Source: an optimization exercise on an open RTL-to-GDS flow (aim: small area and a short achievable clock period). Production flows keep margins and buffers that such runs may drop.
At most, simulation tests tie the RTL to the original design; equivalence was not proved.
The RTL of runs 1 and 2 was laid out without a check of its function.
Power figures rest on the tool's default switching activity, not on a simulated workload.

### flow/flow/run.sh
#!/bin/bash
# The standard layout, with two changes:
#  - synthesis maps with an area-oriented ABC script (flow/abc_area.script),
#    otherwise the same as synth_recipe.tcl;
#  - the port buffers are plain buf_1 cells.
set -euo pipefail
HERE=$(pwd)
export BUFFER_PORTS_ARGS="-buffer_cell sky130_fd_sc_hd__buf_1"
export MY_ABC_SCRIPT=$HERE/flow/abc_area.script
sed "s#SYNTH_SCRIPT=[^ ]*#SYNTH_SCRIPT=$HERE/flow/synth.tcl#" standard.sh > own_standard.sh
bash own_standard.sh > flow_make.log 2>&1
### flow/flow/abc_area.script
strash
dch
map -a
### flow/flow/synth.tcl
# The standard synthesis (synth_recipe.tcl), with ABC's mapping script replaced
# by the area-oriented one next to this file.
proc synth {args} { yosys synth -nofsm -noshare {*}$args }
proc abc {args} {
  set i [lsearch -exact $args -script]
  if { $i >= 0 && [info exists ::env(MY_ABC_SCRIPT)] } {
    set args [lreplace $args $i [expr {$i + 1}] -script $::env(MY_ABC_SCRIPT)]
  }
  yosys abc {*}$args
}
source $::env(SCRIPTS_DIR)/synth.tcl
# left out here: clear keep_hierarchy, flatten, clean up, hide names made inside functions, write 1_2_yosys.v
### flow/standard.sh
#!/bin/bash
# synth_recipe.tcl (not shown) runs the flow's synth.tcl, then flattens the netlist and writes it again
# the make line also repeats each setting of config.mk as NAME=value (left out here)
make -C /OpenROAD-flow-scripts/flow DESIGN_CONFIG=/design/flow/config.mk WORK_HOME=/design/flow/orfs CLKGATE_MAP_FILE= SYNTH_SCRIPT=/design/flow/synth_recipe.tcl "${@:-finish}"
### flow/config.mk
export PLATFORM = sky130hd
export DESIGN_NAME = dual_issue_decode
export DESIGN_NICKNAME = dual_issue_decode
export VERILOG_FILES = /design/flow/design.v
export SDC_FILE = /design/flow/constraint.sdc
export NUM_CORES = 4
export LEC_CHECK = 0
export CAP_MARGIN = 20
export CORE_MARGIN = 2
export CORE_UTILIZATION = 35
export PLACE_DENSITY = 0.5
export SETUP_SLACK_MARGIN = 4.7
export SLEW_MARGIN = 20
### flow/constraint.sdc
create_clock -name core_clock -period 9.0 [get_ports {clk}]
set_input_delay 1.8000 -clock core_clock [delete_from_list [all_inputs] [get_ports {clk}]]
set_output_delay 1.8000 -clock core_clock [all_outputs]
set_load 0.01 [all_outputs]
### flow/design.v
module dual_issue_decode (
	input  logic			clk,
	input  logic			reset,
	input  logic [31:0]		instr_first,
	input  logic [31:0]		instr_second,
	input  logic [7:0]		pc,
	input  logic [7:0]		branch_pc,
	input  logic			branch_taken,
	output logic [31:0]		even_instr,
	output logic [10:0]		even_op,
	output logic [1:0]		even_unit,
	output logic [6:0]		even_rt,
	output logic			even_write,
	output logic [31:0]		odd_instr,
	output logic [10:0]		odd_op,
	output logic [1:0]		odd_unit,
	output logic [6:0]		odd_rt,
	output logic			odd_write,
	output logic			first_odd,
	output logic			stall,
	output logic [7:0]		stall_pc
);
	logic [31:0] a, b;			 
	logic av, bv;				 
	logic [31:0] ew, ow;
	assign ew = a;
	assign ow = b;
	logic e_rrr, e_ila, e_ai, e_nop, e_fx1, e_shl;
	assign e_rrr = ew[31];
	assign e_ila = ~ew[31] & ew[30] & ~ew[29] & ew[25];
	assign e_ai  = ~ew[31] & ew[28] & ew[26];
	assign e_nop = ~ew[31] & ew[30] & ~ew[29] & ~ew[25];
	assign e_fx1 = e_ila | (~ew[31] & ~ew[30] & ew[28]);
	assign e_shl = ~ew[31] & ~ew[30] & ~ew[28] & ew[27];
	logic [6:0] e_rt0;
	logic e_wr0;
	assign e_rt0 = e_rrr ? ew[27:21] : ew[6:0];
	assign e_wr0 = (ew[31] | ew[30] | ew[28] | ew[27]) & ~e_nop;
	assign even_instr = ew & {32{av}};
	assign even_op    = {ew[31:28], ew[27:25] & {3{~e_rrr}}, ew[24] & ~e_rrr & ~e_ila,
		ew[23:21] & {3{~(e_rrr | e_ila | e_ai)}}} & {11{av}};
	assign even_unit  = {e_fx1, e_fx1 | e_shl} & {2{av}};
	assign even_rt    = e_rt0 & {7{av}};
	assign even_write = e_wr0 & av;
	logic o_ri10, o_ri16;
	assign o_ri10 = ow[29] & ~ow[27] & ow[26];
	assign o_ri16 = ow[29] & ~ow[27] & ~ow[26];
	logic o_ls;
	assign o_ls = o_ri10 | (ow[27] & ~ow[25]);
	assign odd_instr = ow & {32{bv}};
	assign odd_op    = {ow[31:24], ow[23] & ~o_ri10, ow[22:21] & {2{~(o_ri10 | o_ri16)}}} & {11{bv}};
	assign odd_unit  = {o_ri16, o_ls} & {2{bv}};
	assign odd_rt    = ow[6:0] & {7{bv}};
	assign odd_write = (ow[27] | (ow[28] & ow[26])) & bv;
	logic [5:1][6:0]	e_rt;
	logic [5:1]			e_al;	 
	logic [2:1]			e_lg;	 
	logic [4:1][6:0]	o_rt;
	logic [4:1]			o_al;
	logic [2:1]			o_lg;	 
	always_ff @(posedge clk) begin
		e_rt[1] <= e_rt0;
		o_rt[1] <= ow[6:0];
		for (int k = 2; k <= 5; k++) e_rt[k] <= e_rt[k-1];
		for (int k = 2; k <= 4; k++) o_rt[k] <= o_rt[k-1];
		e_lg[1] <= ~(e_fx1 | e_shl);	 
		e_lg[2] <= e_lg[1];
		o_lg[1] <= o_ls;	 
		o_lg[2] <= o_lg[1];
		if (reset) begin
			for (int k = 1; k <= 5; k++) e_al[k] <= 1'b0;
			for (int k = 1; k <= 4; k++) o_al[k] <= 1'b0;
		end else begin
			e_al[1] <= even_write & ~e_fx1;	 
			e_al[2] <= e_al[1];
			e_al[3] <= e_al[2] & e_lg[2];
			e_al[4] <= e_al[3];
			e_al[5] <= e_al[4];
			o_al[1] <= odd_write;					 
			o_al[2] <= o_al[1];
			o_al[3] <= o_al[2] & o_lg[2];
			o_al[4] <= o_al[3];
		end
	end
	function automatic logic busy(input logic [6:0] r,
		input logic ew_, input logic [6:0] ert, input logic ow_, input logic [6:0] ort,
		input logic [5:1][6:0] ert_h, input logic [5:1] eal,
		input logic [4:1][6:0] ort_h, input logic [4:1] oal);
		logic b;
		b = (ew_ && r == ert) || (ow_ && r == ort);
		for (int k = 1; k <= 5; k++) b = b || (eal[k] && r == ert_h[k]);
		for (int k = 1; k <= 4; k++) b = b || (oal[k] && r == ort_h[k]);
		busy = b;
	endfunction
	logic			sel_in, f_a, f_b, s_a, s_b;
	logic [31:0]	f, s;
	assign f = ({32{sel_in}} & instr_first) | ({32{f_a}} & a) | ({32{f_b}} & b);
	assign s = ({32{sel_in}} & instr_second) | ({32{s_a}} & a) | ({32{s_b}} & b);
	function automatic logic [6:0] dec(input logic [31:0] w);
		logic [10:0] o;
		logic ev, od, wr, ua, ub, uc, rrr;
		o = w[31:21];
		ev = 1'b0; od = 1'b0; wr = 1'b0; ua = 1'b0; ub = 1'b0; uc = 1'b0; rrr = 1'b0;
		if (o[10:7] == 4'b1100 || o[10:7] == 4'b1110) begin
			ev = 1'b1; wr = 1'b1; ua = 1'b1; ub = 1'b1; uc = 1'b1; rrr = 1'b1;
		end else if (o[10:4] == 7'b0100001) begin
			ev = 1'b1; wr = 1'b1;
		end else if (o[10:3] == 8'b00011100) begin
			ev = 1'b1; wr = 1'b1; ua = 1'b1;
		end else if (o == 11'b00011000000 || o == 11'b00011000001 || o == 11'b00001011011
				|| o == 11'b01111000100) begin
			ev = 1'b1; wr = 1'b1; ua = 1'b1; ub = 1'b1;
		end else if (o == 11'b01000000001) begin
			ev = 1'b1;
		end else if (o[10:3] == 8'b00110100) begin
			od = 1'b1; wr = 1'b1; ua = 1'b1;
		end else if (o[10:3] == 8'b00100100) begin
			od = 1'b1; ua = 1'b1; uc = 1'b1;
		end else if (o[10:2] == 9'b001100100) begin
			od = 1'b1;
		end else if (o[10:2] == 9'b001000000) begin
			od = 1'b1; uc = 1'b1;
		end else if (o == 11'b00111000100 || o == 11'b00111011100) begin
			od = 1'b1; wr = 1'b1; ua = 1'b1; ub = 1'b1;
		end else if (o == 11'b00000000001) begin
			od = 1'b1;
		end
		dec = {ev, od, wr, ua, ub, uc, rrr};
	endfunction
	logic [6:0] df, ds;
	logic f_ev, f_od, f_wr, f_ua, f_ub, f_uc;
	logic s_ev, s_od, s_wr, s_ua, s_ub, s_uc;
	assign df = dec(f);
	assign ds = dec(s);
	assign {f_ev, f_od, f_wr, f_ua, f_ub, f_uc} = df[6:1];
	assign {s_ev, s_od, s_wr, s_ua, s_ub, s_uc} = ds[6:1];
	logic [6:0] f_rt, s_rt;
	assign f_rt = df[0] ? f[27:21] : f[6:0];
	assign s_rt = ds[0] ? s[27:21] : s[6:0];
	logic stall_first, stall_second, busy_second, same_pipe, same_dest, raw_pair;
	assign stall_first =
		   (f_ua && busy(f[13:7],  even_write, e_rt0, odd_write, ow[6:0], e_rt, e_al, o_rt, o_al))
		|| (f_ub && busy(f[20:14], even_write, e_rt0, odd_write, ow[6:0], e_rt, e_al, o_rt, o_al))
		|| (f_uc && busy(f[6:0],   even_write, e_rt0, odd_write, ow[6:0], e_rt, e_al, o_rt, o_al));
	assign busy_second =
		   (s_ua && busy(s[13:7],  even_write, e_rt0, odd_write, ow[6:0], e_rt, e_al, o_rt, o_al))
		|| (s_ub && busy(s[20:14], even_write, e_rt0, odd_write, ow[6:0], e_rt, e_al, o_rt, o_al))
		|| (s_uc && busy(s[6:0],   even_write, e_rt0, odd_write, ow[6:0], e_rt, e_al, o_rt, o_al));
	assign same_pipe = (s_ev && f_ev) || (s_od && f_od);
	assign same_dest = f_wr && s_wr && (f_rt == s_rt);
	assign raw_pair = f_wr && ((s_ua && s[13:7] == f_rt) || (s_ub && s[20:14] == f_rt)
		|| (s_uc && s[6:0] == f_rt));
	assign stall_second = stall_first || same_pipe || same_dest || raw_pair || busy_second;
	logic go_first, go_second;
	assign go_first = ~branch_taken & ~stall_first;
	assign go_second = ~branch_taken & ~stall_second;
	always_ff @(posedge clk) begin
		a <= f_ev ? f : s;
		b <= f_od ? f : s;
		av <= ~reset & (f_ev ? go_first : (s_ev & go_second));
		bv <= ~reset & (f_od ? go_first : (s_od & go_second));
		first_odd <= ~reset & go_first & f_od;
		sel_in <= reset | ~(branch_taken | stall_second);
		f_a <= ~reset & ~branch_taken & stall_first & ~f_od;
		f_b <= ~reset & ~branch_taken & stall_first & f_od;
		s_a <= ~reset & ~branch_taken & stall_second & f_od;
		s_b <= ~reset & ~branch_taken & stall_second & ~f_od;
		if (reset) begin
			stall <= 1'b0;
			stall_pc <= '0;
		end else if (branch_taken) begin
			stall <= 1'b1;
			stall_pc <= branch_pc + 8'd2;
		end else if (stall_second) begin
			stall <= 1'b1;
			stall_pc <= stall ? stall_pc : pc;
		end else begin
			stall <= 1'b0;
		end
	end
endmodule
==> run notes, run 1 <==
Post-DRT Antenna Nets 0; Mapped Area 12000 um^2; VDD IR max 0.000154 V; Int Power about 1400 uW; Reg power frac around 36%; startpoint class of the critical path input port; H-tree levels 4; TritonCTS buffer count 17; FILL cells 3600; clk buf depth 2; fin crit period 4.31 ns; fmax 232 MHz; CTS Hold Bufs 0; critical path class in -> reg; design area 15100 um^2; final wirelength between 70000 and 80000 um; share of cells above drive strength 1 a little over a tenth; Mapped Cells between 1.5k and 2k; Worst slew margin 29.9%; CTS sink cnt 157; top cells by area, synth dfxtp_1 26%, nand2_1 10%, a221oi_1 9.3%, xor2_1 7.9%, o22ai_1 7.9%; Clk pwr share a little under a third; fin nets 2151; Tcrit/Tclk final 47.9%; Row Count between 60 and 70; Pre-Repair DR Iteration Count 10; CTS root buf clkbuf_16; worst hold path class reg -> reg; leakage between 0.005 and 0.006 uW; type of destination of the critical path register; initial antenna violation count 1; count of different cell masters after synthesis 35; Initial Util a little over a third; Synth Net Count 1885; post-route setup TNS 0 ns; XOR/XNOR share of the synthesized area 8.52%; Final HPWL DP 51400 um; worst setup margin 4.69 ns; gpl congestion 1.14; CP Data Required Time about 9.4 ns; Die W 189 um; I/O Buffers 198; WL/cell approximately 30 um; Total Routing Usage GR about two fifths; Final setup viols 0; Place WS 2.84 ns; CORE AREA about 34000 um^2; DRC 0; Pwr Total 2520 uW; RSZ-0062 raised after global routing yes; mux cell area share after synthesis 0%; EDFF count, synth 0; Synth Area in Adders less than 1%; P_sw 1070 uW; final clock skew 0.0208 ns; Clk Latency, worst-skew pair 0.48 ns; sequential cell area fraction in the yosys report 26.1%; largest net degree at the start of global routing between 60 and 70; first-pass GRT wire length about 110000 um; vias in the first global route 15.1k; Max FO, Critical Path 17; vias per inst 6.69; Max Cap Viol 0; Core Util, Final 44.7%; Ports 199; initial DRC count about 3k; max-slew violation count 0; Ys Warns 1; Yosys top cell by area dfxtp_1; via count about 17k; post-synthesis async set-or-reset flop share 0%; status timing/DRC/antenna clean; largest family of logic cells by synthesized area compound AO/OA/AOI/OAI gates; die height 189 um; Area growth, synth to finish 25.2%; post-synthesis simple-gate area fraction 24.6%; Post-DP Area 13600 um^2; power per cell area about 170 nW/um^2; final hold violations 0; crit path DAT approximately 4.7 ns; post-synth top area share 26.1%; FF+latch count, synth 157; CTS tree built; logic gate share of total power 33.0%; CTS clk-pin slew, worst paths 0.07 ns; compound-cell area share of the yosys netlist about a third; sw frac 42.6%; GRT Residual Overflow 0; synthesized area per cell 6.68 um^2; Worst-Margin Slew between 1 and 1.5 ns; ys flop type dfxtp_1; Die Area 35900 um^2
cell usage in the layout (no fill, tap or decap), types with 5 or more instances in the layout:
cell type   instances
nor4_1             18
nand4_1            78
a31oi_1             7
nand2_1           322
inv_6               5
xnor2_1             9
o21a_1              5
o21ai_0           116
nor2_1            148
o21a_2              8
o21ai_2             7
clkbuf_16          17
o22ai_1           151
nand3_4             7
buf_1             198
clkinvlp_4          7
clkinv_1          190
a221oi_1          126
inv_8               7
a2111oi_0          10
clkinv_2           18
nand3_1            52
inv_4               9
dfxtp_1           153
nor3_1             24
clkinv_4           11
a22oi_1            30
buf_12              7
nand3_2             5
buf_8               8
o31ai_1             6
buf_6               9
buf_4              43
xor2_1            108
a21oi_1            89
kinds of logic after synthesis:
logic type	after synthesis
simple gates	682
compound gates	586
buf+inv	258
flops	157
xor+xnor	117
fa+ha+maj	1
per-layer routing:
metal  routed length [um]  GRT usage [%]  vias to the layer above
li1                     -              -                     7215
met1                30400           55.5                     7821
met2                29000           55.3                     1527
met3                11000           14.6                      361
met4                 5020           22.3                        0
met5                    0              0                        -
what timing repair did:
| item | CTS | global route |
|---|---|---|
| pin swaps | 3 | 18 |
| resized for setup | 99 | 87 |
| cloned | 1 | 0 |
| hold endpoints to repair | 0 | 0 |
| endpoints found under the setup margin | 22 | 15 |
| setup buffers | 7 | 15 |
registers in the layout (all words and copies together) (netlist names), 2 cells and up:
name      flops
stall_pc      8
o_rt         28
e_al          5
b            32
o_al          4
o_lg          2
e_lg          2
a            32
e_rt         35
critical path: stages:
cell and delay [ns]:
buf_1 0.06, nand2_1 0.05, nand3_1 0.12, buf_8 0.24
clkinv_4 0.19, o22ai_1 0.18, a221oi_1 0.08, nand4_1 0.21
nand3_1 0.24, o31ai_1 0.34, nand2_1 0.17, nor4_4 0.32
nand3_2 0.15, inv_4 0.13, o21ai_2 0.10, o21ai_0 0.18
nor2_1 0.06
stage by stage:
step / instances / hold WS, ns
2_1_floorplan: 1801 / 0.310
3_3_place_gp: 2473 / 0.318
3_5_place_dp: 2473 / 0.315
4_1_cts: 2513 / 0.339
5_1_grt: 2528 / 0.354
6_report: 2531 / 0.341
cells in the mapped netlist, drive strengths merged, types with 3 or more instances:
cell type  count
dfxtp        157
a22oi         32
o22ai        151
o2111ai        5
nor3          30
nand4         78
a31oi          9
nand2        326
a21oi         89
a221oi       127
o221ai         3
o31ai          7
clkinv       239
a211oi         4
nor4          21
xnor2          9
o21a          13
o21ai        129
buf           19
nand3         64
nor2         155
a2111oi       11
xor2         108
and2           4
cell type report:
cell class	count	area, um^2	share of cell area [%]
Multi-Input combinational cell	1387	8260	54.9
Sequential cell	157	3150	20.9
Timing Repair Buffer	265	1430	9.48
Inverter	239	1050	6.97
Tap cell	448	561	3.72
Clock buffer	19	443	2.94
Clock inverter	13	153	1.01
Antenna cell	3	7.51	0.0499
path summary, 6_finish.rpt:
| kind | slack [ns] | start | end | cells past startpoint |
|---|---|---|---|---|
| worst max-delay path | 4.69 | instr_second[7] | stall_pc[4] | 17 |
| worst min-delay path | 0.34 | e_lg[1] | e_lg[2] | 0 |
| worst max register to register | 5.01 | sel_in | stall_pc[4] | 17 |
| worst min register to register | 0.34 | e_lg[1] | e_lg[2] | 0 |
power groups by stage:
stage	registers, uW	logic [uW]	clock network (uW)
after floorplan	857	465	0
after global placement	924	751	0
after detailed placement	917	737	0
after CTS	901	757	775
after global routing	914	868	803
final	914	831	776
==> run 2: changes to the inputs <==
==> flow/flow/abc_area.script (replaced) <==
strash
&get -n
&st
&dch
&nf -a
&put
==> run 2 against run 1 <==
Still clean on timing, DRC and antenna. Critical path depth shrank 4. Register-to-register slack worse by 0.07 ns. First-iteration DRC count is 36% lower. Largest power group unchanged.
==> run notes, run 2 <==
status timing/DRC/antenna clean; worst hold path class reg -> reg; initial DRC count approximately 1.9k; CTS Hold Bufs 0; CP Data Required Time roughly 9.3 ns; vias per inst 6.39; Mapped Cells 1383; initial antenna violation count 2; Ys Warns 1; Row Count 67; via count 13.9k; sequential cell area fraction in the yosys report 26.6%; fin crit period 4.62 ns; Biggest register e_rt; fmax 217 MHz; Clk Latency, worst-skew pair 0.44 ns; largest net degree at the start of global routing 65; Worst slew margin 46.0%; CTS sink cnt 157; Worst Reg-to-Reg Cells 14; I/O Buffers 198; post-synthesis async set-or-reset flop share 0%; Max Cap Viol 0; GRT Residual Overflow 0; Die W 188 um; most common library cells after synthesis 157 x dfxtp_1, 129 x xor2_1, 119 x xnor2_1; count of different cell masters after synthesis 55; Area growth, synth to finish 29.6%; die height 188 um; Setup crit end av; Yosys top cell by area dfxtp_1; DRC 0; power per cell area 159 nW/um^2; type of destination of the critical path register; Worst-Margin Slew around 0.8 ns; CTS root buf clkbuf_16; H-tree levels 4; final clock skew 0.0155 ns; max-slew violation count 0; antenna cells 0; top-count cell post-synth dfxtp_1; reg-to-reg slack, setup 4.94 ns; Die Area 35200 um^2; worst setup margin 4.38 ns; Post-DRT Antenna Nets 0; crit path DAT approximately 5.0 ns; reg-to-reg endpoint av; Max FO, Critical Path 6; Tcrit/Tclk final between 50 and 60%; fin nets ~1.8k; CP bufs+invs 3; Synth Net Count 1467; synthesized area per cell 8.54 um^2; final wirelength 57500 um; CTS clk-pin slew, worst paths 0.06 ns; RSZ-0062 raised after global routing yes; Ports around 200; EDFF count, synth 0; Total Routing Usage GR 31.1%; first-pass GRT wire length roughly 84000 um; Pre-Repair DR Iteration Count 7; startpoint class of the critical path input port; leakage between 0.005 and 0.006 uW; post-synth top area share 26.6%; ys flop type dfxtp_1; Critical Path Source instr_first[5]; most used cells in the layout excluding fill and tap cells 197 x buf_1, 154 x dfxtp_1, 129 x xor2_1; top cells by area, synth dfxtp_1 27%, xor2_1 9.6%, xnor2_1 8.8%, mux2i_1 6.8%, a222oi_1 5.4%; Final setup viols 0; WHS between 0.3 and 0.4 ns; Final HPWL DP 35000 um; RR Startpoint sel_in; VDD IR max 0.000130 V; Initial Util about 35%; share of cells above drive strength 1 between 10% and 20%; Levels on crit path 13; final hold violations 0; slowest cell on the critical path or4b_4; Core Util, Final 45.9%; CORE AREA 33400 um^2; WL/cell 26.4 um; post-route setup TNS 0 ns; max FFs per register 35; FF+latch count, synth 157; Mapped Area 11800 um^2; top flop regs e_rt (35), a (32), b (32); vias in the first global route 12.6k; CTS tree built; Place WS 3.45 ns; clk buf depth 2; TritonCTS buffer count 17; gpl congestion between 0.9 and 1; commonest non-fill, non-tap cell in the layout buf_1; critical path's top delay family compound AO/OA/AOI/OAI gates; critical path class in -> reg; crit path cell chain buf_1, a222oi_1, bufbuf_16, buf_12, xnor2_2, a221oi_2, a31oi_1, or4b_4, o21a_1, a211oi_4, nand4_1, o31a_1, a211oi_2; crit-path max cell delay approximately 0.54 ns
run 2: changes by cell type in the layout (fill, tap and decap cells not counted), moves of 68 or more:
cell	delta
nor2_1	-70
xnor2_1	+107
a221oi_1	-114
and2_0	+69
o21ai_0	-68
clkinv_1	-178
nand2_1	-229
mux2i_1	+73
o22ai_1	-120
run 2: cells by family (layout without fill, tap and decap cells):
logic type / count (synthesis) / after routing / synth area share, %
AND/OR/NAND/NOR: 481 / 481 / 21.5
AO/OA/AOI/OAI: 385 / 385 / 25.0
XOR/XNOR: 248 / 248 / 18.4
flip-flops: 157 / 157 / 26.6
multiplexers: 80 / 80 / 6.78
buffers and inverters: 31 / 376 / 1.59
adder cells (fa/ha/maj): 1 / 1 / 0.106
run 2: how the worst min path moves through the flow:
| stage | cells past startpoint | slack, ns | from | endpoint |
|---|---|---|---|---|
| 4_1_cts | 0 | 0.33 | e_lg[1] | e_lg[2] |
| 3_5_place_dp | 0 | 0.32 | o_lg[1] | o_lg[2] |
| 5_1_grt | 0 | 0.33 | e_lg[1] | e_lg[2] |
| 2_1_floorplan | 0 | 0.31 | e_lg[1] | e_lg[2] |
| 6_report | 0 | 0.33 | e_lg[1] | e_lg[2] |
| 3_3_place_gp | 0 | 0.32 | o_lg[1] | o_lg[2] |
run 2: final cells by class:
cell class / instances / area [um^2]
clock buffer: 21 / 460
clock inverter: 11 / 158
fill: 3381 / 18100
inverter: 12 / 45.0
multi-input combinational: 1195 / 8880
sequential: 157 / 3150
tap: 448 / 561
timing repair buffer: 332 / 2050
run 2: stage by stage:
step	area (um^2)	power (uW)	std cells
final	15300	2430	2176
after global routing	15300	2530	2176
after CTS	14900	2390	2153
after detailed placement	13600	1570	2084
after global placement	13600	1560	2084
after floorplan	11900	1320	1383
run 2: worst reg2reg max path, delay by kind of cell (launching register included):
kind | cells | cell delay (ns)
AOI/OAI and AO/OA | 6 | 1.39
DFF | 1 | 0.31
and+or+nand+nor | 5 | 1.24
buffers and inverters | 3 | 1.01
run 2: per-layer routing:
layer | global-route usage, % | vias to the layer above | part of all wire, %
li1 | - | 6106 | -
met1 | 43.9 | 6791 | 43
met2 | 47.9 | 872 | 44
met3 | 5.11 | 128 | 9.7
met4 | 10.8 | 4 | 3.6
met5 | 0 | - | 0.052
run 2: timing repair:
item	in CTS	in global routing
pin swaps	30	21
setup buffers	33	21
setup endpoints to repair	44	42
gates resized for setup	69	34
gates cloned	4	2
run 2: power breakdown:
part	internal [uW]	total (uW)	switching, uW
Clock	457	777	320
Combinational	319	714	395
Sequential	765	944	179
Total	1540	2430	894
==> run 3: changes to the inputs <==
--- a/flow/design.v
+++ b/flow/design.v
@@ -21,10 +21,10 @@
 	output logic [7:0]		stall_pc
 );
 	logic [31:0] a, b;			 
-	logic av, bv;				 
+	logic ea, eb, oa, ob;		 
 	logic [31:0] ew, ow;
-	assign ew = a;
-	assign ow = b;
+	assign ew = ({32{ea}} & a) | ({32{eb}} & b);
+	assign ow = ({32{oa}} & a) | ({32{ob}} & b);
 	logic e_rrr, e_ila, e_ai, e_nop, e_fx1, e_shl;
 	assign e_rrr = ew[31];
 	assign e_ila = ~ew[31] & ew[30] & ~ew[29] & ew[25];
@@ -36,22 +36,23 @@
 	logic e_wr0;
 	assign e_rt0 = e_rrr ? ew[27:21] : ew[6:0];
 	assign e_wr0 = (ew[31] | ew[30] | ew[28] | ew[27]) & ~e_nop;
-	assign even_instr = ew & {32{av}};
+	assign even_instr = ew;
 	assign even_op    = {ew[31:28], ew[27:25] & {3{~e_rrr}}, ew[24] & ~e_rrr & ~e_ila,
-		ew[23:21] & {3{~(e_rrr | e_ila | e_ai)}}} & {11{av}};
-	assign even_unit  = {e_fx1, e_fx1 | e_shl} & {2{av}};
-	assign even_rt    = e_rt0 & {7{av}};
-	assign even_write = e_wr0 & av;
+		ew[23:21] & {3{~(e_rrr | e_ila | e_ai)}}};
+	assign even_unit  = {e_fx1, e_fx1 | e_shl};
+	assign even_rt    = e_rt0;
+	assign even_write = e_wr0;
 	logic o_ri10, o_ri16;
 	assign o_ri10 = ow[29] & ~ow[27] & ow[26];
 	assign o_ri16 = ow[29] & ~ow[27] & ~ow[26];
 	logic o_ls;
 	assign o_ls = o_ri10 | (ow[27] & ~ow[25]);
-	assign odd_instr = ow & {32{bv}};
-	assign odd_op    = {ow[31:24], ow[23] & ~o_ri10, ow[22:21] & {2{~(o_ri10 | o_ri16)}}} & {11{bv}};
-	assign odd_unit  = {o_ri16, o_ls} & {2{bv}};
-	assign odd_rt    = ow[6:0] & {7{bv}};
-	assign odd_write = (ow[27] | (ow[28] & ow[26])) & bv;
+	assign odd_instr = ow;
+	assign odd_op    = {ow[31:24], ow[23] & ~o_ri10, ow[22:21] & {2{~(o_ri10 | o_ri16)}}};
+	assign odd_unit  = {o_ri16, o_ls};
+	assign odd_rt    = ow[6:0];
+	assign odd_write = ow[27] | (ow[28] & ow[26]);
+	assign first_odd = oa;
 	logic [5:1][6:0]	e_rt;
 	logic [5:1]			e_al;	 
 	logic [2:1]			e_lg;	 
@@ -92,10 +93,10 @@
 		for (int k = 1; k <= 4; k++) b = b || (oal[k] && r == ort_h[k]);
 		busy = b;
 	endfunction
-	logic			sel_in, f_a, f_b, s_a, s_b;
+	logic			sel_in, hold_f, hold_s;
 	logic [31:0]	f, s;
-	assign f = ({32{sel_in}} & instr_first) | ({32{f_a}} & a) | ({32{f_b}} & b);
-	assign s = ({32{sel_in}} & instr_second) | ({32{s_a}} & a) | ({32{s_b}} & b);
+	assign f = ({32{sel_in}} & instr_first) | ({32{hold_f}} & a);
+	assign s = ({32{sel_in}} & instr_second) | ({32{hold_s}} & b);
 	function automatic logic [6:0] dec(input logic [31:0] w);
 		logic [10:0] o;
 		logic ev, od, wr, ua, ub, uc, rrr;
@@ -155,16 +156,15 @@
 	assign go_first = ~branch_taken & ~stall_first;
 	assign go_second = ~branch_taken & ~stall_second;
 	always_ff @(posedge clk) begin
-		a <= f_ev ? f : s;
-		b <= f_od ? f : s;
-		av <= ~reset & (f_ev ? go_first : (s_ev & go_second));
-		bv <= ~reset & (f_od ? go_first : (s_od & go_second));
-		first_odd <= ~reset & go_first & f_od;
+		a <= f;
+		b <= s;
+		ea <= ~reset & go_first & f_ev;
+		eb <= ~reset & go_second & s_ev;
+		oa <= ~reset & go_first & f_od;
+		ob <= ~reset & go_second & s_od;
 		sel_in <= reset | ~(branch_taken | stall_second);
-		f_a <= ~reset & ~branch_taken & stall_first & ~f_od;
-		f_b <= ~reset & ~branch_taken & stall_first & f_od;
-		s_a <= ~reset & ~branch_taken & stall_second & f_od;
-		s_b <= ~reset & ~branch_taken & stall_second & ~f_od;
+		hold_f <= ~reset & ~branch_taken & stall_first;
+		hold_s <= ~reset & ~branch_taken & stall_second;
 		if (reset) begin
 			stall <= 1'b0;
 			stall_pc <= '0;
==> flow/flow/abc_area.script (replaced) <==
strash
dch
map -a
==> run 3 against run 2 <==
Still clean on timing, DRC and antenna. Critical path depth is 4 higher. First-iteration DRC count increased by 43%. Register-to-register slack lost 0.04 ns. Synthesized cell count rose by 12%. Setup slack improved by 0.24 ns. Via count is 13% higher. Utilization rose by 1.5 points. Final cell count up 5.9%. Count of clock-buffer cells in the layout grew 1. Sequential power decreased by about 20%. Synthesized area shrank 4.7%. Highest routed layer unchanged.
==> run notes, run 3 <==
synthesized area per cell ~7.3 um^2; most common library cells after synthesis 251 x clkinv_1, 194 x o22ai_1, 169 x nand2_1; Max Cap Viol 0; Worst slew margin between 40 and 50%; crit path cell chain buf_1, a22oi_1, buf_6, clkinv_2, o22ai_1, a2111oi_1, a21oi_1, nand4_1, o21ai_0, nand2_1, nor2_1, nand3_1, inv_4, o21ai_4, buf_4, o21ai_0, a31oi_1; I/O Buffers 198; fin nets 1972; EDFF count, synth 0; CTS root buf clkbuf_16; fmax about 230 MHz; TritonCTS buffer count 17; slowest cell on the critical path buf_6; crit-path max cell delay 0.29 ns; worst hold path class reg -> reg; WHS 0.326 ns; design area roughly 15000 um^2; final wirelength 73400 um; FF+latch count, synth 156; reg-to-reg endpoint stall_pc[4]; top-count cell post-synth clkinv_1; uppermost layer routed met5; Final HPWL DP slightly below 50000 um; die height about 180 um; max-slew violation count 0; VDD IR max 0.000127 V; Biggest register e_rt; Crit path top cell by count o21ai_0; Tcrit/Tclk final 48.7%; Post-DP Area between 10000 and 15000 um^2; share of cells above drive strength 1 roughly 16%; GRT Residual Overflow 0; CTS clk-pin slew, worst paths 0.07 ns; Synth Net Count 1635; final clock skew 0.0155 ns; Pre-Repair DR Iteration Count 7; Post-DRT Antenna Nets 0; sequential cell area fraction in the yosys report between 20 and 30%; power per cell area 138 nW/um^2; met3 WL ~11000 um; max FFs per register 35; reg-to-reg slack, setup 4.90 ns; top flop regs e_rt (35), a (32), b (32); post-synth top area share between 20% and 30%; Levels on crit path 17; initial DRC count 2730; WL/cell 31.8 um; first-pass GRT wire length 101000 um; startpoint class of the critical path input port; gpl congestion 1.05; Yosys top cell by area dfxtp_1; ys flop type dfxtp_1; H-tree levels 4; status timing/DRC/antenna clean; Row Count 65; leakage around 0.0052 uW; Mapped Area 11300 um^2; clk buf depth 2; crit path DAT 4.73 ns; commonest non-fill, non-tap cell in the layout clkinv_1; type of destination of the critical path register; Final setup viols 0; Worst Reg-to-Reg Cells 17; post-synthesis async set-or-reset flop share 0%; via count 15.6k; vias per inst approximately 6.8; CP Data Required Time 9.35 ns; critical path's top delay family compound AO/OA/AOI/OAI gates; fin crit period 4.38 ns; Ys Warns 1; Area growth, synth to finish 33.0%; CTS sink cnt between 150 and 200; CTS tree built; Max FO, Critical Path 13; Ports about 200; CTS Hold Bufs 0; RSZ-0062 raised after global routing yes; final hold violations 0; Total Routing Usage GR 41.8%; Critical Path Source instr_second[17]; vias in the first global route 13.8k; metal2 WL 28300 um; critical path class in -> reg; CORE AREA ~32000 um^2; largest net degree at the start of global routing 39; count of different cell masters after synthesis 37; M1 WL 29200 um; Setup crit end stall_pc[4]; Mapped Cells between 1.5k and 2k; Die W 183 um; DRC 0; Die Area 33600 um^2; RR Startpoint sel_in; most used cells in the layout excluding fill and tap cells 203 x clkinv_1, 198 x buf_1, 191 x o22ai_1; Clk Latency, worst-skew pair between 0.4 and 0.5 ns; post-route setup TNS 0 ns; CP bufs+invs 5; top cells by area, synth dfxtp_1 28%, o22ai_1 11%, xor2_1 9.2%, clkinv_1 8.4%, a22oi_1 7.1%; initial antenna violation count 2; Worst-Margin Slew 0.832 ns; Initial Util 35.6%
-- run 3: cell types whose count changed after synthesis, sizes merged, moves of 64 or more --
| cell | before | now |
|---|---|---|
| a222oi | 64 | 0 |
| a22oi | 30 | 106 |
| mux2i | 80 | 0 |
| and2 | 69 | 1 |
| nand2 | 94 | 169 |
| clkinv | 12 | 251 |
| o22ai | 31 | 194 |
| xnor2 | 119 | 42 |
-- run 3: per-layer routing --
layer | vias up | GRT usage [%]
met1 | 7415 | 56.1
li1 | 6517 | -
met4 | 2 | 23.5
met2 | 1398 | 55.4
met5 | - | 0
met3 | 308 | 17.7
-- run 3: kinds of logic (layout without fill, tap and decap cells) --
group,after synthesis,in the layout,share of synthesized area (%)
fa+ha+maj,1,1,0.111
flops,156,156,27.7
compound gates,555,556,33.5
xor+xnor,160,160,12.4
other cells,0,2,0
simple gates,405,405,16.3
buf+inv,274,623,9.90
-- run 3: final cells by class --
cell class                 instances  area (um^2)
antenna                            2         5.00
clock buffer                      22          464
clock inverter                    10         90.1
fill                            3329        16700
inverter                         251         1130
multi-input combinational       1122         7570
sequential                       156         3130
tap                              402          503
timing repair buffer             340         2090
-- run 3: worst min path at each step --
stage | from | end | slack, ns | cells after the start
after floorplan | e_lg[1] | e_lg[2] | 0.31 | 0
after global placement | e_lg[1] | e_lg[2] | 0.31 | 0
after detailed placement | e_lg[1] | e_lg[2] | 0.31 | 0
after CTS | e_lg[1] | e_lg[2] | 0.33 | 0
after global routing | e_lg[1] | e_lg[2] | 0.33 | 0
final | e_lg[1] | e_lg[2] | 0.33 | 0
-- run 3: report_power, final --
group          switching [uW]  leakage, uW  internal [uW]
clock network             324     0.000266            394
logic                     404      0.00364            193
registers                32.9      0.00128            720
-- run 3: metrics by stage --
stage	power [uW]	cells	utilization (%)	worst slack, ns
floorplan	1020	1551	-	4.46
global placement	1240	2194	40.8	3.41
detailed placement	1240	2194	40.8	3.36
CTS	1970	2237	43.9	4.67
global route	2110	2304	47.3	4.61
finish	2070	2305	47.3	4.62
-- run 3: repair_timing --
action / in CTS / in global routing
hold endpoints to repair: 0 / 0
setup buffers: 11 / 63
gates resized for setup: 101 / 133
cloned: 0 / 3
pin swaps: 7 / 16
setup endpoints to repair: 30 / 18
-- run 3: worst reg2reg max path, stage by stage, from the launching register on --
cell	delay [ns]
dfxtp_2	0.31
buf_4	0.35
buf_4	0.53
a22oi_1	0.21
buf_6	0.23
inv_4	0.20
o22ai_1	0.09
a2111oi_1	0.52
a32oi_2	0.31
o2111ai_2	0.18
o22ai_1	0.14
and3_4	0.21
nand3_1	0.12
inv_4	0.07
o21ai_4	0.22
buf_4	0.15
o21ai_0	0.08
a31oi_1	0.14
==> run 4: changes to the inputs <==
==> flow/flow/abc_area.script (replaced) <==
strash
dch
map -a
topo
stime -c
buffer -c
upsize -c
dnsize -c
--- a/flow/config.mk
+++ b/flow/config.mk
@@ -8,6 +8,7 @@
 export CAP_MARGIN = 20
 export CORE_MARGIN = 2
 export CORE_UTILIZATION = 35
+export GPL_TIMING_DRIVEN = 1
 export PLACE_DENSITY = 0.5
 export SETUP_SLACK_MARGIN = 4.7
 export SLEW_MARGIN = 20
==> run 4 against run 3 <==
Largest power group unchanged. Largest cell class unchanged. Sequential share of layout area about the same. Still clean on timing, DRC and antenna. Critical endpoint is now even_rt[6]. Synthesized area increased by 8.0%. Hold slack improved by 0.0014 ns.
==> run notes, run 4 <==
status timing/DRC/antenna clean; Mapped Area 12200 um^2; synthesized area per cell approximately 7.3 um^2; sequential cell area fraction in the yosys report between 20% and 30%; H-tree levels 4; most used cells in the layout excluding fill and tap cells 198 x inv_1, 198 x buf_1, 180 x o22ai_1; crit path cell chain inv_1, buf_12, o22ai_1, nand2_1, nand2_1, buf_1; Tcrit/Tclk final between 40 and 50%; Worst Reg-to-Reg Cells 16; fmax between 200 and 250 MHz; min-delay src e_lg[1]; CP bufs+invs 3; Worst slew margin 28.7%; post-synth top area share 25.7%; Mapped Cells 1660; first-pass GRT wire length 104000 um; CTS tree built; Synth Net Count between 1.5k and 2k; crit-path max cell delay 0.56 ns; Final HPWL DP 54800 um; vias in the first global route roughly 14k; Area growth, synth to finish 23.1%; GRT Residual Overflow 0; FF+latch count, synth 156; max-slew violation count 0; CP Data Required Time 7.20 ns; fin crit period 4.22 ns; Ports between 150 and 200; CTS root buf clkbuf_16; top cells by area, synth dfxtp_1 26%, o22ai_1 9.6%, xor2_1 8.5%, inv_1 6.6%, nand2_1 5.2%; Initial Util a little over a third; I/O Buffers 198; Worst-Margin Slew approximately 1.1 ns; Post-DRT Antenna Nets 0; VDD IR max around 0.00014 V; Max FO, Critical Path 31; top-count cell post-synth inv_1; most common library cells after synthesis 214 x inv_1, 186 x o22ai_1, 169 x nand2_1; fin nets 1958; Row Count 68; final wirelength 76600 um; post-synthesis async set-or-reset flop share 0%; leakage 0.00572 uW; critical path's top delay family simple AND/OR/NAND/NOR gates; Core Util, Final 43.6%; worst setup margin 4.78 ns; EDFF count, synth 0; final hold violations 0; RR Startpoint sel_in; slowest cell on the critical path nand2_1; Max Cap Viol 0; post-route setup TNS 0 ns; top flop regs e_rt (35), a (32), b (32); final clock skew roughly 0.012 ns; Biggest register e_rt; power per cell area between 100 and 150 nW/um^2; reg-to-reg endpoint stall_pc[7]; critical path class reg -> out; DRC 0; clk buf depth 2; startpoint class of the critical path register; Crit path top cell by count nand2_1; CTS sink cnt approximately 160; Final setup viols 0; count of different cell masters after synthesis 52; RSZ-0062 raised after global routing no; gpl congestion 1.02; die height approximately 190 um; Hold Path Stages 0; initial DRC count 2343; worst hold path class reg -> reg; CTS clk-pin slew, worst paths 0.07 ns; TritonCTS buffer count 17; Die W 190 um; Pre-Repair DR Iteration Count 7; Die Area 36300 um^2; WL/cell around 33 um; CORE AREA 34400 um^2; crit path DAT 2.42 ns; initial antenna violation count 3; via count 15.6k; ys flop type dfxtp_1; hold endpoint e_lg[2]; type of destination of the critical path primary output; Clk Latency, worst-skew pair approximately 0.47 ns; max FFs per register 35; Total Routing Usage GR 40.5%; Place WS roughly 3.3 ns; Ys Warns 1; share of cells above drive strength 1 16.9%; vias per inst 6.64; largest net degree at the start of global routing 52; reg-to-reg slack, setup 4.84 ns; Yosys top cell by area dfxtp_1
==> run 4: cell count changes after synthesis, sizes merged <==
cell,change
clkinv,-239
inv,+239
buf,+70
clkbuf,+39
==> run 4: worst register-to-register path: cells and delay by family, from the launching register on <==
kind / cells / cell delay [ns]
simple gates: 4 / 0.85
compound gates: 8 / 1.54
flops: 1 / 0.48
buf+inv: 4 / 1.16
==> run 4: worst max path at each step <==
stage	startpoint	to	slack (ns)	depth (start not counted)
6_report	eb	even_rt[6]	4.78	6
4_1_cts	ea	even_unit[0]	4.70	11
3_5_place_dp	instr_first[6]	stall_pc[3]	3.30	17
3_3_place_gp	instr_second[0]	stall_pc[3]	3.34	18
2_1_floorplan	instr_first[28]	stall_pc[0]	5.02	17
5_1_grt	instr_first[8]	stall_pc[3]	4.69	17
==> run 4: metrics by stage <==
step	power, uW	hold WS (ns)	instances	cell area, um^2
after detailed placement	1230	0.316	2224	13100
after floorplan	1050	0.310	1660	12200
after global routing	2120	0.334	2342	15000
after global placement	1240	0.314	2224	13100
final	2070	0.328	2345	15000
after CTS	2010	0.331	2308	14300
==> run 4: layer usage <==
metal / GRT usage (%) / share of wire [%]
met5: 0 / 0
met4: 25.0 / 7.0
met3: 10.8 / 12
met2: 60.9 / 43
met1: 51.5 / 38
==> run 4: report_power, final <==
group	switching, uW	total [uW]	leakage [uW]	internal (uW)
logic	376	566	0.00416	190
clock network	352	742	0.000273	390
registers	39.7	759	0.00128	720
total	768	2070	0.00572	1300
==> run 4: kinds of logic after synthesis <==
group | synth area share, %
adders and majority gates | 0.103
and+or+nand+nor | 15.2
AOI/OAI and AO/OA | 33.7
xor gates and xnor gates | 11.5
buffers and inverters | 13.8
DFF | 25.7
==> run 4: layout make-up <==
type	count	area, um^2
diodes	3	7.51
clock buffers	17	425
clock inverters	15	155
fillers	3662	19400
inverters	251	1010
multi-input cells	1122	7770
flip-flops and latches	156	3130
well taps	455	569
repair buffers	325	1900
repair inverters	1	7.51
==> run 4: repair_timing <==
action,in CTS,in global routing
pin swaps,20,18
hold buffers,0,0
endpoints found under the setup margin,30,13
setup buffers,52,32
gates cloned,0,2
gates resized for setup,46,90
==> run 5: changes to the inputs <==
--- a/flow/config.mk
+++ b/flow/config.mk
@@ -8,7 +8,8 @@
 export CAP_MARGIN = 20
 export CORE_MARGIN = 2
 export CORE_UTILIZATION = 35
-export GPL_TIMING_DRIVEN = 1
+export CTS_BUF_LIST = sky130_fd_sc_hd__clkbuf_4 sky130_fd_sc_hd__clkbuf_8
+export CTS_CLUSTER_SIZE = 30
 export PLACE_DENSITY = 0.5
 export SETUP_SLACK_MARGIN = 4.7
 export SLEW_MARGIN = 20
==> run 5 against run 4 <==
Synthesized cell count unchanged. Sequential share of layout area is 0.56 points higher. Hold slack better by 0.0073 ns. Sequential cell count stayed put. Synthesized area stayed put. Via count decreased by 1.5%.
==> run notes, run 5 <==
sw frac 39.4%; final hold violations 0; RSZ-0062 raised after global routing yes; Reg power frac between 40% and 50%; synthesized area per cell 7.33 um^2; Crit path top cell by count inv_2; fin crit period 4.34 ns; P_sw 735 uW; vias per inst 6.56; I/O Buffers between 150 and 200; logic gate share of total power 29.6%; CP bufs+invs 4; leakage 0.00556 uW; Die Area 36300 um^2; commonest non-fill, non-tap cell in the layout inv_1; final clock skew ~0.020 ns; Yosys top cell by area dfxtp_1; crit-path max cell delay about 0.60 ns; antenna cells 0; type of destination of the critical path register; Int Power ~1100 uW; WL/cell 32.4 um; via count 15.3k; Mapped Cells ~1.7k; Max FO, Critical Path 13; critical path's top delay family compound AO/OA/AOI/OAI gates; Pwr Total 1870 uW; fmax approximately 230 MHz; status timing/DRC/antenna clean; Post-DRT Antenna Nets 0; final wirelength 75800 um; first-pass GRT wire length approximately 100000 um; critical path class in -> reg; post-synth top area share between 20% and 30%; Die W 190 um; most common library cells after synthesis 214 x inv_1, 186 x o22ai_1, 169 x nand2_1; Worst-Margin Slew around 1.1 ns; max-slew violation count 0; clk buf depth 2; Tcrit/Tclk final 48.2%; Mapped Area 12200 um^2; count of different cell masters after synthesis 52; worst hold path class reg -> reg; Synth Net Count 1744; CTS Hold Bufs 0; top flop regs e_rt (35), a (32), b (32); EDFF count, synth 0; top cells by area, synth dfxtp_1 26%, o22ai_1 9.6%, xor2_1 8.5%, inv_1 6.6%, nand2_1 5.2%; Place WS approximately 3.3 ns; initial DRC count ~2.5k; CTS sink cnt around 160; largest net degree at the start of global routing between 50 and 60; GRT Residual Overflow 0; Clk Latency, worst-skew pair ~0.52 ns; TritonCTS buffer count 17; share of cells above drive strength 1 between 10% and 20%; Total Routing Usage GR about two fifths; gpl congestion 1.02; Initial Util 35.4%; H-tree levels 4; fin nets roughly 2k; final cell count without fillers 2339; CTS root buf clkbuf_8; FF+latch count, synth approximately 160; ys flop type dfxtp_1; Pre-Repair DR Iteration Count 7; Worst slew margin 29.2%; top-count cell post-synth inv_1; Row Count 68; power per cell area 128 nW/um^2; crit path DAT 4.73 ns; Biggest register e_rt; CORE AREA 34400 um^2; post-synthesis async set-or-reset flop share 0%; Ports a little under 200; die height 190 um; Area growth, synth to finish 19.9%; Ys Warns 1; Max Cap Viol 0; CTS tree built; vias in the first global route approximately 14k; Final HPWL DP 54800 um; DRC 0; Clk pwr share between 20 and 30%; initial antenna violation count 1; crit path cell chain buf_1, a22oi_4, inv_2, o22ai_1, a2111oi_1, a22oi_1, o2111ai_1, o32ai_1, and3_2, nand3_1, inv_2, o21ai_4, inv_2, nand2_1, a31oi_1; Final setup viols 0; CP Data Required Time between 9 and 10 ns; slowest cell on the critical path a2111oi_1; worst setup margin 4.66 ns; Post-Place Cells 2224; CTS clk-pin slew, worst paths 0.09 ns; VDD IR max 0.0000898 V; post-route setup TNS 0 ns; startpoint class of the critical path input port; max FFs per register 35; sequential cell area fraction in the yosys report between 20 and 30%; most used cells in the layout excluding fill and tap cells 200 x inv_1, 198 x buf_1, 183 x o22ai_1
## run 5: cell count changes in the layout (fill, tap and decap cells not counted), sizes merged
cell	previous run	this run
diode	3	0
clkinvlp	18	16
buf	324	322
clkinv	11	12
## run 5: power by group through the flow
stage          clock [uW]  sequential [uW]  combinational (uW)
2_1_floorplan           0              753                 300
3_3_place_gp            0              774                 465
3_5_place_dp            0              773                 460
4_1_cts               564              757                 495
5_1_grt               594              761                 572
6_report              555              759                 552
## run 5: final cells by class
cell class	instances	area (um^2)
clock buffers	17	234
clock inverters	15	155
fillers	3708	19800
inverters	251	1000
multi-input cells	1122	7640
flip-flops and latches	156	3130
well taps	455	569
repair buffers	323	1850
## run 5: final timing paths
kind | start | cells past startpoint | endpoint | slack [ns]
max | instr_first[14] | 15 | stall_pc[7] | 4.66
min | e_lg[1] | 0 | e_lg[2] | 0.33
max reg2reg | sel_in | 16 | stall_pc[7] | 5.02
min reg2reg | e_lg[1] | 0 | e_lg[2] | 0.33
## run 5: timing repair
item,CTS,global route
endpoints found under the hold margin,0,0
setup endpoints to repair,30,15
pin swaps,18,15
cloned,0,1
buffers inserted,46,36
gates resized for setup,41,61
## run 5: cells by family after synthesis
logic type,Yosys count,synth area share (%)
AOI/OAI and AO/OA,555,33.7
and+or+nand+nor,405,15.2
adders and majority gates,1,0.103
xor gates and xnor gates,160,11.5
DFF,156,25.7
buffers and inverters,383,13.8
## run 5: metrics by stage
stage | utilization, % | hold WS, ns | instance area, um^2
2_1_floorplan | - | 0.310 | 12200
3_3_place_gp | 38.0 | 0.314 | 13100
3_5_place_dp | 38.0 | 0.316 | 13100
4_1_cts | 40.8 | 0.337 | 14000
5_1_grt | 42.4 | 0.341 | 14600
6_report | 42.4 | 0.335 | 14600
## run 5: per-layer routing
layer,part of all wire (%),vias to the layer above,track usage (%)
met1,38,7305,50.9
met2,42,1273,61.0
met4,7.3,2,24.8
li1,-,6433,-
met5,0.015,-,0
met3,12,330,11.1
==> run 6: changes to the inputs <==
==> flow/config.mk (replaced) <==
export PLATFORM = sky130hd
export DESIGN_NAME = dual_issue_decode
export DESIGN_NICKNAME = dual_issue_decode
export VERILOG_FILES = /design/flow/design.v
export SDC_FILE = /design/flow/constraint.sdc
export NUM_CORES = 4
export LEC_CHECK = 0
export CAP_MARGIN = 0
export CORE_MARGIN = 2
export CORE_UTILIZATION = 35
export PLACE_DENSITY = 0.5
export SETUP_SLACK_MARGIN = 4.7
export SLEW_MARGIN = 0
==> run 6 against run 5 <==
Critical endpoint is now even_rt[6]. Sequential power barely moved. Die area did not move. Still clean. Global-route usage grew 0.13 points. Highest routed layer is now met4. Total power rose by 11%. Critical path type is now reg -> out. Clock skew shrank 0.0072 ns. Sequential share of layout area fell by 0.56 points. Final cell count grew 0.26%. Wire length is 1.1% higher. Final area grew 2.7%.
==> run notes, run 6 <==
max FFs per register 35; Final HPWL DP 54800 um; via count 15.6k; CTS root buf clkbuf_16; GRT Residual Overflow 0; Die Area between 30000 and 40000 um^2; CTS sink cnt 156; Max Cap Viol 0; Total Routing Usage GR 40.5%; Biggest register e_rt; clk buf depth 2; mux cell area share after synthesis 0%; Max FO, Critical Path 31; Tcrit/Tclk final around 47%; Worst-Margin Slew 1.07 ns; top-count cell post-synth inv_1; Synth Area in Adders 0.103%; CP Data Required Time approximately 7.2 ns; Final setup viols 0; post-synthesis async set-or-reset flop share 0%; fin nets 1958; RSZ-0062 raised after global routing no; power per cell area 138 nW/um^2; leakage 0.00572 uW; FILL cells 3662; worst setup margin 4.78 ns; Initial Util a little over a third; Mapped Cells between 1.5k and 2k; top flop regs e_rt (35), a (32), b (32); max-slew violation count 0; critical path class reg -> out; Area growth, synth to finish 23.1%; worst hold path class reg -> reg; synthesized area per cell 7.33 um^2; vias in the first global route 14.2k; CTS tree built; fmax 237 MHz; Pre-Repair DR Iteration Count 7; Clk Latency, worst-skew pair 0.47 ns; sequential cell area fraction in the yosys report 25.7%; EDFF count, synth 0; gpl congestion 1.02; RR Startpoint sel_in; share of cells above drive strength 1 16.9%; vias per inst 6.64; FF+latch count, synth between 150 and 200; Yosys top cell by area dfxtp_1; Ports approximately 200; post-route setup TNS 0 ns; CTS clk-pin slew, worst paths 0.07 ns; die height between 150 and 200 um; type of destination of the critical path primary output; Row Count just under 70; XOR/XNOR share of the synthesized area 11.5%; count of different cell masters after synthesis 52; TritonCTS buffer count 17; Worst slew margin 28.7%; Post-DRT Antenna Nets 0; crit path DAT roughly 2.4 ns; I/O Buffers 198; Synth Net Count 1744; reg-to-reg endpoint stall_pc[7]; Place WS 3.30 ns; most used cells in the layout excluding fill and tap cells 198 x inv_1, 198 x buf_1, 180 x o22ai_1; post-synth top area share 25.7%; WL/cell approximately 33 um; final hold violations 0; VDD IR max 0.000140 V; ys flop type dfxtp_1; most common library cells after synthesis 214 x inv_1, 186 x o22ai_1, 169 x nand2_1; DRC 0; post-synthesis simple-gate area fraction 15.2%; fin crit period 4.22 ns; top cells by area, synth dfxtp_1 26%, o22ai_1 9.6%, xor2_1 8.5%, inv_1 6.6%, nand2_1 5.2%; final clock skew 0.0125 ns; status timing/DRC/antenna clean; Critical Path Source eb; compound-cell area share of the yosys netlist 33.7%; reg-to-reg slack, setup 4.84 ns; Mapped Area 12200 um^2; first-pass GRT wire length 104000 um; Die W 190 um; largest net degree at the start of global routing 52; final wirelength approximately 77000 um; initial DRC count 2343; Setup crit end even_rt[6]; Ys Warns 1; H-tree levels 4; CORE AREA approximately 34000 um^2; Worst Reg-to-Reg Cells 16; startpoint class of the critical path register; initial antenna violation count 3; largest family of logic cells by synthesized area compound AO/OA/AOI/OAI gates
run 6: cell types whose count changed in the layout (fill, tap and decap cells not counted), moves of 3 or more:
cell and change:
a2111oi_0 -3, a2111oi_2 +3, clkbuf_16 +17, clkbuf_8 -17, diode_2 +3, o22ai_1 -3, o22ai_2 +3
run 6: worst max-delay path, stage by stage (launching register included):
cell and delay [ns]:
dfxtp_1 0.32, inv_1 0.10, buf_12 0.20, o22ai_1 0.35, nand2_1 0.22, nand2_1 0.56
buf_1 0.21
run 6: cells by family (layout without fill, tap and decap cells):
logic type                 after synthesis  in the layout
adders and majority gates                1              1
xor gates and xnor gates               160            160
DFF                                    156            156
other                                    0              3
AOI/OAI and AO/OA                      555            556
and+or+nand+nor                        405            405
buffers and inverters                  383            609
run 6: final cells by class:
type	instances	area [um^2]	share of cell area [%]
clock inverter	15	155	1.04
sequential	156	3130	20.9
timing repair buffer	325	1900	12.7
clock buffer	17	425	2.84
tap	455	569	3.80
timing repair inverter	1	7.51	0.0501
antenna	3	7.51	0.0501
multi-input combinational	1122	7770	51.9
inverter	251	1010	6.73
run 6: worst min-delay path by stage:
stage	start	to	slack (ns)	depth (start not counted)
detailed placement	e_lg[1]	e_lg[2]	0.32	0
CTS	e_lg[1]	e_lg[2]	0.33	0
finish	e_lg[1]	e_lg[2]	0.33	0
global placement	e_lg[1]	e_lg[2]	0.31	0
floorplan	e_lg[1]	e_lg[2]	0.31	0
global route	e_lg[1]	e_lg[2]	0.33	0
run 6: per-stage QoR:
stage	util, %	area, um^2	cells	hold slack [ns]	power [uW]
2_1_floorplan	-	12200	1660	0.310	1050
3_3_place_gp	38.0	13100	2224	0.314	1240
3_5_place_dp	38.0	13100	2224	0.316	1230
4_1_cts	41.5	14300	2308	0.331	2010
5_1_grt	43.5	15000	2342	0.334	2120
6_report	43.6	15000	2345	0.328	2070
run 6: repair_timing:
item,4_1_cts,5_1_grt
cloned,0,2
setup endpoints to repair,30,13
gates resized for setup,46,90
buffers inserted,52,32
pin swaps,20,18
hold buffers,0,0
run 6: layer usage:
layer | share of wire (%) | vias up | track usage, %
li1 | - | 6459 | -
met1 | 38 | 7412 | 51.5
met2 | 43 | 1357 | 60.9
met3 | 12 | 349 | 10.8
met4 | 7.0 | 0 | 25.0
met5 | 0 | - | 0
run 6: report_power, final:
group          switching [uW]  internal (uW)  leakage, uW
clock network             352            390     0.000273
logic                     376            190      0.00416
registers                39.7            720      0.00128
total                     768           1300      0.00572
==> run 7: changes to the inputs <==
--- a/flow/config.mk
+++ b/flow/config.mk
@@ -5,9 +5,11 @@
 export SDC_FILE = /design/flow/constraint.sdc
 export NUM_CORES = 4
 export LEC_CHECK = 0
-export CAP_MARGIN = 0
+export CAP_MARGIN = 20
 export CORE_MARGIN = 2
 export CORE_UTILIZATION = 35
+export CTS_BUF_LIST = sky130_fd_sc_hd__clkbuf_8
+export CTS_CLUSTER_SIZE = 20
 export PLACE_DENSITY = 0.5
 export SETUP_SLACK_MARGIN = 4.7
-export SLEW_MARGIN = 0
+export SLEW_MARGIN = 20
==> run 7 against run 6 <==
Still clean. Clock power down 25%. Setup slack worse by 0.12 ns. Wire length down 1.0%. Sequential share of layout area up 0.56 points. Sequential cell count unchanged. Utilization down 1.1 points. Sequential power about the same. Die area unchanged. Total power down 9.7%. Critical path type is now in -> reg. Critical endpoint is now stall_pc[7]. Highest routed layer is now met5.
==> run notes, run 7 <==
count of different cell masters after synthesis 52; slowest cell on the critical path a2111oi_1; largest net degree at the start of global routing 52; Final setup viols 0; Mapped Cells 1660; TritonCTS buffer count 17; status timing/DRC/antenna clean; DRC 0; EDFF count, synth 0; reg-to-reg endpoint stall_pc[7]; initial antenna violation count 1; die height 190 um; RR Startpoint sel_in; Biggest register e_rt; Total Routing Usage GR about two fifths; Yosys top cell by area dfxtp_1; most used cells in the layout excluding fill and tap cells 200 x inv_1, 198 x buf_1, 183 x o22ai_1; Pre-Repair DR Iteration Count 7; reg-to-reg slack, setup 5.02 ns; CTS tree built; sequential cell area fraction in the yosys report roughly 26%; worst setup margin between 4 and 5 ns; min-delay src e_lg[1]; Max Cap Viol 0; Worst-Margin Slew ~1.1 ns; leakage 0.00556 uW; I/O Buffers 198; Ports around 200; initial DRC count 2471; FF+latch count, synth around 160; Pwr Total ~1900 uW; CP Data Required Time between 9 and 10 ns; power per cell area between 100 and 150 nW/um^2; post-synth top area share 25.7%; type of destination of the critical path register; critical path class in -> reg; Die Area between 30000 and 40000 um^2; Area growth, synth to finish 19.9%; vias per inst 6.56; CTS clk-pin slew, worst paths 0.09 ns; startpoint class of the critical path input port; Row Count 68; clk buf depth 2; Worst slew margin 29.2%; Worst Reg-to-Reg Cells 16; final wirelength 75800 um; Clk Latency, worst-skew pair 0.52 ns; Final HPWL DP 54800 um; post-route setup TNS 0 ns; most common library cells after synthesis 214 x inv_1, 186 x o22ai_1, 169 x nand2_1; Ys Warns 1; Initial Util 35.4%; CTS root buf clkbuf_8; Place WS 3.30 ns; max FFs per register 35; CTS Hold Bufs 0; Crit path top cell by count inv_2; top flop regs e_rt (35), a (32), b (32); first-pass GRT wire length approximately 100000 um; top cells by area, synth dfxtp_1 26%, o22ai_1 9.6%, xor2_1 8.5%, inv_1 6.6%, nand2_1 5.2%; commonest non-fill, non-tap cell in the layout inv_1; Mapped Area 12200 um^2; post-synthesis async set-or-reset flop share 0%; crit path DAT 4.73 ns; crit path cell chain buf_1, a22oi_4, inv_2, o22ai_1, a2111oi_1, a22oi_1, o2111ai_1, o32ai_1, and3_2, nand3_1, inv_2, o21ai_4, inv_2, nand2_1, a31oi_1; Critical Path Source instr_first[14]; WL/cell around 32 um; Setup crit end stall_pc[7]; crit-path max cell delay about 0.60 ns; Tcrit/Tclk final about half; final hold violations 0; Synth Net Count 1744; Post-DRT Antenna Nets 0; CTS sink cnt 156; Max FO, Critical Path 13; RSZ-0062 raised after global routing yes; worst hold path class reg -> reg; gpl congestion 1.02; Die W 190 um; GRT Residual Overflow 0; CORE AREA 34400 um^2; fin crit period 4.34 ns; H-tree levels 4; via count 15.3k; final clock skew slightly below 0.02 ns; synthesized area per cell 7.33 um^2; share of cells above drive strength 1 between 10% and 20%; ys flop type dfxtp_1; max-slew violation count 0; VDD IR max 0.0000898 V; fin nets 1955; Core Util, Final between 40% and 50%; antenna cells 0; fmax 230 MHz; top-count cell post-synth inv_1; vias in the first global route between 10k and 15k
## run 7: worst min path at each step
stage / slack (ns) / endpoint / cells past startpoint
finish: 0.33 / e_lg[2] / 0
global route: 0.34 / e_lg[2] / 0
CTS: 0.34 / e_lg[2] / 0
detailed placement: 0.32 / e_lg[2] / 0
global placement: 0.31 / e_lg[2] / 0
floorplan: 0.31 / e_lg[2] / 0
## run 7: critical path: cells and delay by family
family	cells	cell delay, ns
AND/OR/NAND/NOR	3	0.41
AO/OA/AOI/OAI	8	1.74
buffers and inverters	4	0.75
## run 7: metal layers
metal	wire, um	global-route usage (%)
met5	11	0
met4	5520	24.8
met3	8970	11.1
met2	32100	61.0
met1	29200	50.9
## run 7: layout make-up
cell class / count / area (um^2)
fill: 3708 / 19800
multi-input combinational: 1122 / 7640
sequential: 156 / 3130
timing repair buffer: 323 / 1850
inverter: 251 / 1000
tap: 455 / 569
clock buffer: 17 / 234
clock inverter: 15 / 155
## run 7: power by group
| part | leakage [uW] | internal (uW) | switching [uW] |
|---|---|---|---|
| registers | 0.00128 | 719 | 39.4 |
| clock network | 0.000186 | 228 | 327 |
| logic | 0.00409 | 184 | 368 |
| total | 0.00556 | 1130 | 735 |
## run 7: cells by family after synthesis
| logic type | share of synthesized area, % |
|---|---|
| AO/OA/AOI/OAI | 33.7 |
| buffers and inverters | 13.8 |
| adder cells (fa/ha/maj) | 0.103 |
| flip-flops | 25.7 |
| AND/OR/NAND/NOR | 15.2 |
| XOR/XNOR | 11.5 |
## run 7: repair_timing
action | in CTS | in global routing
gates cloned | 0 | 1
pin swaps | 18 | 15
hold endpoints to repair | 0 | 0
buffers inserted | 46 | 36
gates resized for setup | 41 | 61
setup endpoints to repair | 30 | 15
## run 7: through the flow
stage | hold WS, ns | instance area, um^2 | std cells
after floorplan | 0.310 | 12200 | 1660
after global placement | 0.314 | 13100 | 2224
after detailed placement | 0.316 | 13100 | 2224
after CTS | 0.337 | 14000 | 2302
after global routing | 0.341 | 14600 | 2339
final | 0.335 | 14600 | 2339
==> run 8: changes to the inputs <==
--- a/flow/config.mk
+++ b/flow/config.mk
@@ -8,8 +8,6 @@
 export CAP_MARGIN = 20
 export CORE_MARGIN = 2
 export CORE_UTILIZATION = 35
-export CTS_BUF_LIST = sky130_fd_sc_hd__clkbuf_8
-export CTS_CLUSTER_SIZE = 20
 export PLACE_DENSITY = 0.5
-export SETUP_SLACK_MARGIN = 4.7
+export SETUP_SLACK_MARGIN = 5.0
 export SLEW_MARGIN = 20
==> run 8 against run 7 <==
Still clean. Sequential cell count unchanged. Global-route usage up 1.0 points. Die area unchanged. Setup slack better by 0.24 ns. Non-clock buffer count up 65. Final cell count up 2.8%. Critical path type unchanged. Critical endpoint is now stall_pc[3].
==> run notes, run 8 <==
final cell count without fillers around 2.4k; die height 190 um; design area 16000 um^2; post-synthesis simple-gate area fraction 15.2%; final wirelength 78500 um; TritonCTS buffer count 17; worst hold path class reg -> reg; leakage 0.00618 uW; P_sw 798 uW; slowest cell on the critical path nor4_2; mux cell area share after synthesis 0%; largest net degree at the start of global routing 52; Tcrit/Tclk final a little under half; Synth Net Count 1744; final clock skew 0.0119 ns; Clk pwr share around a third; vias per inst roughly 6.6; top flop regs e_rt (35), a (32), b (32); Max FO, Critical Path 13; RSZ-0062 raised after global routing yes; CTS tree built; CP Data Required Time just over 9 ns; ys flop type dfxtp_1; initial antenna violation count 2; status timing/DRC/antenna clean; most common library cells after synthesis 214 x inv_1, 186 x o22ai_1, 169 x nand2_1; critical path's top delay family compound AO/OA/AOI/OAI gates; worst setup margin between 4 and 5 ns; final hold violations 0; Int Power 1330 uW; EDFF count, synth 0; Final setup viols 0; fin crit period 4.10 ns; vias in the first global route 14.5k; area of the multi-input gates 8190 um^2; CORE AREA around 34000 um^2; fin nets 2020; Post-DRT Antenna Nets 0; post-synth top area share 25.7%; sequential cell area fraction in the yosys report between 20% and 30%; post-route setup TNS 0 ns; antenna cells 0; synthesized area per cell 7.33 um^2; max-slew violation count 0; commonest non-fill, non-tap cell in the layout buf_1; initial DRC count 2245; Area growth, synth to finish 31.8%; FF+latch count, synth roughly 160; I/O Buffers 198; max FFs per register 35; Ports 199; Mapped Area 12200 um^2; Die Area 36300 um^2; startpoint class of the critical path input port; top cells by area, synth dfxtp_1 26%, o22ai_1 9.6%, xor2_1 8.5%, inv_1 6.6%, nand2_1 5.2%; Ys Warns 1; share of cells above drive strength 1 23.2%; CTS sink cnt 156; GRT Residual Overflow 0; largest family of logic cells by synthesized area compound AO/OA/AOI/OAI gates; Final HPWL DP 54800 um; top-count cell post-synth inv_1; Max Cap Viol 0; CTS clk-pin slew, worst paths 0.07 ns; Die W 190 um; Initial Util 35.4%; Reg power frac 35.7%; Clk Latency, worst-skew pair 0.47 ns; Post-DP Area approximately 13000 um^2; Row Count between 60 and 70; Mapped Cells 1660; gpl congestion 1.02; XOR/XNOR share of the synthesized area between 10% and 20%; first-pass GRT wire length 107000 um; clk buf depth 2; CP bufs+invs 5; power per cell area 133 nW/um^2; Sequential cell area 3130 um^2; critical path class in -> reg; Yosys top cell by area dfxtp_1; FILL cells approximately 3.6k; count of different cell masters after synthesis 52; most used cells in the layout excluding fill and tap cells 196 x buf_1, 191 x inv_1, 170 x o22ai_1; fmax 244 MHz; crit path DAT between 4 and 5 ns; WL/cell around 33 um; post-synthesis async set-or-reset flop share 0%; logic gate share of total power 29.3%; compound-cell area share of the yosys netlist 33.7%; Biggest register e_rt; sw frac 37.4%; H-tree levels 4; Place WS 3.30 ns; via count 15.8k; Synth Area in Adders 0.103%; Total Routing Usage GR 41.4%; CTS Hold Bufs 0; crit-path max cell delay 0.35 ns; Core Util, Final 46.7%; VDD IR max 0.000142 V; Pre-Repair DR Iteration Count 6; Worst-Margin Slew 0.743 ns; CTS root buf clkbuf_16; Worst slew margin 50.5%; DRC 0; type of destination of the critical path register; Post-Place Cells between 2k and 2.5k; crit path cell chain buf_1, a22oi_2, buf_6, inv_4, o21ai_4, xor2_2, nor4_2, nand4_1, nand4_1, o21ai_1, nand3_2, inv_4, o21ai_4, inv_2, nand2_1, a21oi_1
==> run 8: cell types whose count changed in the layout (fill, tap and decap cells not counted), moves of 9 or more <==
cell,change
buf_4,+33
inv_1,-9
o22ai_1,-13
o22ai_2,+10
a22oi_2,+12
nand2_1,-9
a22oi_1,-12
clkbuf_16,+18
buf_6,+19
a2111oi_0,-11
clkbuf_8,-18
==> run 8: path summary, 6_finish.rpt <==
check / cells after the start / end / start / slack [ns]
max: 16 / stall_pc[3] / instr_first[2] / 4.90
min: 0 / e_lg[2] / e_lg[1] / 0.33
max reg2reg: 16 / stall_pc[3] / sel_in / 5.18
min reg2reg: 0 / e_lg[2] / e_lg[1] / 0.33
==> run 8: cell type report <==
| class | count | share of cell area (%) |
|---|---|---|
| Sequential cell | 156 | 19.5 |
| Tap cell | 455 | 3.55 |
| Timing Repair Buffer | 388 | 15.8 |
| Inverter | 251 | 6.46 |
| Multi-Input combinational cell | 1122 | 51.0 |
| Clock inverter | 15 | 0.967 |
| Clock buffer | 17 | 2.65 |
==> run 8: stage by stage <==
stage	power, uW	hold slack, ns
2_1_floorplan	1050	0.310
3_3_place_gp	1240	0.314
3_5_place_dp	1230	0.316
4_1_cts	2060	0.331
5_1_grt	2180	0.334
6_report	2130	0.328
==> run 8: layer usage <==
metal	GRT usage [%]	vias up	share of wire, %	wire length (um)
li1	-	6577	-	-
met3	12.2	334	13	9820
met5	0	-	0	0
met2	61.9	1345	42	33300
met4	26.7	0	7.2	5670
met1	51.7	7565	38	29700
==> run 8: cell families (layout without fill, tap and decap cells) <==
| family | Yosys count | after routing |
|---|---|---|
| buf+inv | 383 | 671 |
| xor+xnor | 160 | 160 |
| fa+ha+maj | 1 | 1 |
| flops | 156 | 156 |
| simple gates | 405 | 405 |
| compound gates | 555 | 556 |
==> run 8: what timing repair did <==
item / CTS / global route
gates resized for setup: 159 / 114
cloned: 2 / 2
pin swaps: 50 / 40
endpoints found under the setup margin: 37 / 25
buffers inserted: 92 / 52
==> run 8: power by group through the flow <==
stage                     Clock, uW  Combinational (uW)  Sequential (uW)
after floorplan                   0                 300              753
after global placement            0                 465              774
after detailed placement          0                 460              773
after CTS                       751                 548              758
after global routing            780                 643              762
final                           746                 625              760

Re-timed with assumed drivers on the ports (clkbuf_16 on the clock, buf_2 on other inputs), run 8 has 4.926 ns of setup slack against 4.902 ns with ideal ports, and 4.404 ns once port delays also move by the mid clock arrival of 0.522 ns.
